This is an optimization exercise on Yosys and OpenROAD, whose aim is small area, not a production implementation. The RTL was checked by simulation tests, not by an equivalence proof against the original design. Power figures rest on the tool's default switching activity, not on a simulated workload. The flow treats the clock pin as an ideal source, which a real chip does not have.

Design probe_capture_buf, start of the top module:
module probe_capture_buf #(
    parameter int PROBE_W  = 19,
    parameter int DEPTH    = 256,
    parameter int TRIG_POS = 64
) (
    input  logic               clk,
    input  logic               rst_n,
    input  logic [PROBE_W-1:0] probe,
    input  logic [PROBE_W-1:0] trig_mask,
    input  logic [PROBE_W-1:0] trig_value,
    input  logic               arm,
    input  logic               abort,
    output logic               rd_valid,
    output logic [PROBE_W-1:0] rd_data,
    output logic               rd_last,
    input  logic               rd_ready,
    output logic               busy,
    output logic               triggered,
    output logic               done
);
    localparam int W  = PROBE_W;
    localparam int NB = 240;                   
    localparam int NS = 16;                    
    localparam int NT = NB / NS;               
    logic [W*NB-1:0] r_big;
    logic [W*NS-1:0] r_small;
    logic            r_busy;     
    logic            r_trig;     
    logic            r_done;     
    logic            r_go;       
    logic [7:0]      r_cnt;      
    logic            r_fdone;    
    logic [7:0]      r_fp;       
    logic [4:0]      r_n;        
    logic [3:0]      r_hp;       
    logic         w_match;
    logic         w_end;
    logic         w_valid;
    logic         w_xfer;
    logic         w_last;
    logic         w_fetch;
    logic [W-1:0] w_tap;
    assign w_match = (((probe ^ trig_value) & trig_mask) == '0);
    assign w_end   = (r_cnt == 8'hff);
    assign w_valid = r_go;
  ...
Size in the first run: roughly 5500 cells after synthesis, about 4900 flip-flops, roughly 86 I/O pins, about 100000 um^2 of cells after synthesis.
export LEC_CHECK = 0
export CAP_MARGIN = 20
export CORE_MARGIN = 2
export CORE_UTILIZATION = 60
export PLACE_DENSITY = 0.72
export SLEW_MARGIN = 20
export SYNTH_HIERARCHICAL = 1
create_clock -name core_clock -period 10.0 [get_ports {clk}]
standard.sh (not shown) runs the stock make flow with config.mk's settings and CLKGATE_MAP_FILE= SYNTH_SCRIPT=/design/flow/synth_recipe.tcl, a recipe that flattens the netlist after the stock synthesis.
==> flow/flow/run.sh <==
#!/bin/bash
# The standard layout (standard.sh, unchanged synthesis and steps) with two settings of its
# own: input and output ports get sky130_fd_sc_hd__buf_1 buffers, and clock tree synthesis
# clusters up to 30 sinks within 100 um per leaf buffer and inserts no dummy loads.
# The make output goes to standard.log; each step's own log stays under orfs/logs/.
set -euo pipefail
export BUFFER_PORTS_ARGS="-buffer_cell sky130_fd_sc_hd__buf_1"
export CTS_ARGS="-sink_clustering_enable -repair_clock_nets -sink_clustering_size 30 -sink_clustering_max_diameter 100 -dont_use_dummy_load"
bash standard.sh > standard.log 2>&1
Then changed:
==> flow/run.sh (new file) <==
#!/bin/bash
# synth_recipe.tcl (not shown) runs the flow's synth.tcl, then flattens the netlist and writes it again
# the make line also repeats each setting of config.mk as NAME=value (left out here)
make -C /OpenROAD-flow-scripts/flow DESIGN_CONFIG=/design/flow/config.mk WORK_HOME=/design/flow/orfs CLKGATE_MAP_FILE= SYNTH_SCRIPT=/design/flow/synth_recipe.tcl finish
- CORE_UTILIZATION: 60 -> 50
- CTS_CLUSTER_DIAMETER: unset -> 100
- CTS_CLUSTER_SIZE: unset -> 30
- PLACE_DENSITY: 0.72 -> 0.65
removed: flow/flow/run.sh
removed: flow/standard.sh
=>
- die area rises by 20%
- total power goes up by about 0.6%
- area after synthesis does not change
- non-clock buffer count rose by 1
- synthesized cell count does not change
- cell area climbs by 1.3%
- clock-buffer cell count increases by 8


Setup of before:
probe_capture_buf, a different RTL version from the one above (not shown whole).
For scale: about 5400 cells after synthesis, roughly 4900 flip-flops, ~86 I/O pins, about 0.10 mm2 of cells after synthesis.
## probe_capture_buf
module probe_capture_buf #(
    parameter int PROBE_W  = 19,
    parameter int DEPTH    = 256,
    parameter int TRIG_POS = 64
) (
    input  logic               clk,
    input  logic               rst_n,
    input  logic [PROBE_W-1:0] probe,
    input  logic [PROBE_W-1:0] trig_mask,
    input  logic [PROBE_W-1:0] trig_value,
    input  logic               arm,
    input  logic               abort,
    output logic               rd_valid,
    output logic [PROBE_W-1:0] rd_data,
    output logic               rd_last,
    input  logic               rd_ready,
    output logic               busy,
    output logic               triggered,
    output logic               done
);
==> flow/config.mk <==
export PLATFORM = sky130hd
export DESIGN_NAME = probe_capture_buf
export DESIGN_NICKNAME = probe_capture_buf
export VERILOG_FILES = /design/flow/design.v
export SDC_FILE = /design/flow/constraint.sdc
export NUM_CORES = 4
export LEC_CHECK = 0
export CAP_MARGIN = 20
export CORE_MARGIN = 2
export CORE_UTILIZATION = 60
export PLACE_DENSITY = 0.72
export SLEW_MARGIN = 20
export SYNTH_HIERARCHICAL = 1
==> flow/constraint.sdc <==
create_clock -name core_clock -period 10.0 [get_ports {clk}]
set_input_delay 2.0000 -clock core_clock [delete_from_list [all_inputs] [get_ports {clk}]]
set_output_delay 2.0000 -clock core_clock [all_outputs]
set_load 0.01 [all_outputs]
==> flow/flow/run.sh <==
#!/bin/bash
# The standard layout (standard.sh, unchanged synthesis and steps) with two settings of its
# own: input and output ports get sky130_fd_sc_hd__buf_1 buffers, and clock tree synthesis
# clusters up to 33 sinks within 100 um per leaf buffer and inserts no dummy loads.
# The make output goes to standard.log; each step's own log stays under orfs/logs/.
set -euo pipefail
export BUFFER_PORTS_ARGS="-buffer_cell sky130_fd_sc_hd__buf_1"
export CTS_ARGS="-sink_clustering_enable -repair_clock_nets -sink_clustering_size 33 -sink_clustering_max_diameter 100 -dont_use_dummy_load"
bash standard.sh > standard.log 2>&1
--- input diff before..after ---
==> flow/flow/run.sh <==
#!/bin/bash
# The standard layout (standard.sh, unchanged synthesis and steps) with two settings of its
# own: input and output ports get sky130_fd_sc_hd__buf_1 buffers, and clock tree synthesis
# builds the tree from sky130_fd_sc_hd__buf_12 (as strong as clkbuf_16 at the leaf loads here,
# in less area), clusters up to 31 sinks within 100 um per leaf buffer, and inserts no dummy
# loads. The make output goes to standard.log; each step's own log stays under orfs/logs/.
set -euo pipefail
export BUFFER_PORTS_ARGS="-buffer_cell sky130_fd_sc_hd__buf_1"
export CTS_ARGS="-sink_clustering_enable -repair_clock_nets -sink_clustering_size 31 -sink_clustering_max_diameter 100 -dont_use_dummy_load -buf_list sky130_fd_sc_hd__buf_12"
bash standard.sh > standard.log 2>&1
--- outcome ---
after finished end to end and its layout was clean on timing, DRC and antenna.
Compared with before, after shows a higher fraction of area in registers.
after and before ended up with roughly the same wire length.
after vs before, signed area change from the synthesized netlist to the final layout went down by 0.62 points.
Cmp after vs before: internal power component lower in after

## port drivers added, routing unchanged
Ports are ideal in the flow. The routed layouts listed here were re-timed in OpenROAD.
Step 1 sets driving cells, clkbuf_16 on the clock port and buf_2 on the other inputs (assumed; they add their load-dependent delay and slew).
Step 2 adds t to the input delays and takes it off the output delays; t is the mean of the earliest and latest rising clock arrival at the registers after step 1. Input paths then give back, and output paths get back, about the clock's delay inside the block.
Slacks: no drivers / after step 1 / after step 2; pairs: no drivers / after step 1.
run	shift t [ns]	slack for setup (ns)	worst setup path after step 2	latest minus earliest clock arrival (ns)	worst data-port slew with drivers (ns)
the first run of note 1	0.885	4.596 / 4.518 / 5.084	input to register	0.072 / 0.071	0.04
the second run of note 1	0.902	4.094 / 4.005 / 4.907	register to output	0.044 / 0.044	0.13
before	0.883	4.590 / 4.514 / 4.794	input to register	0.064 / 0.064	0.04
after	0.830	4.653 / 4.577 / 4.816	input to register	0.098 / 0.097	0.04
After both steps every run listed still meets setup and hold.
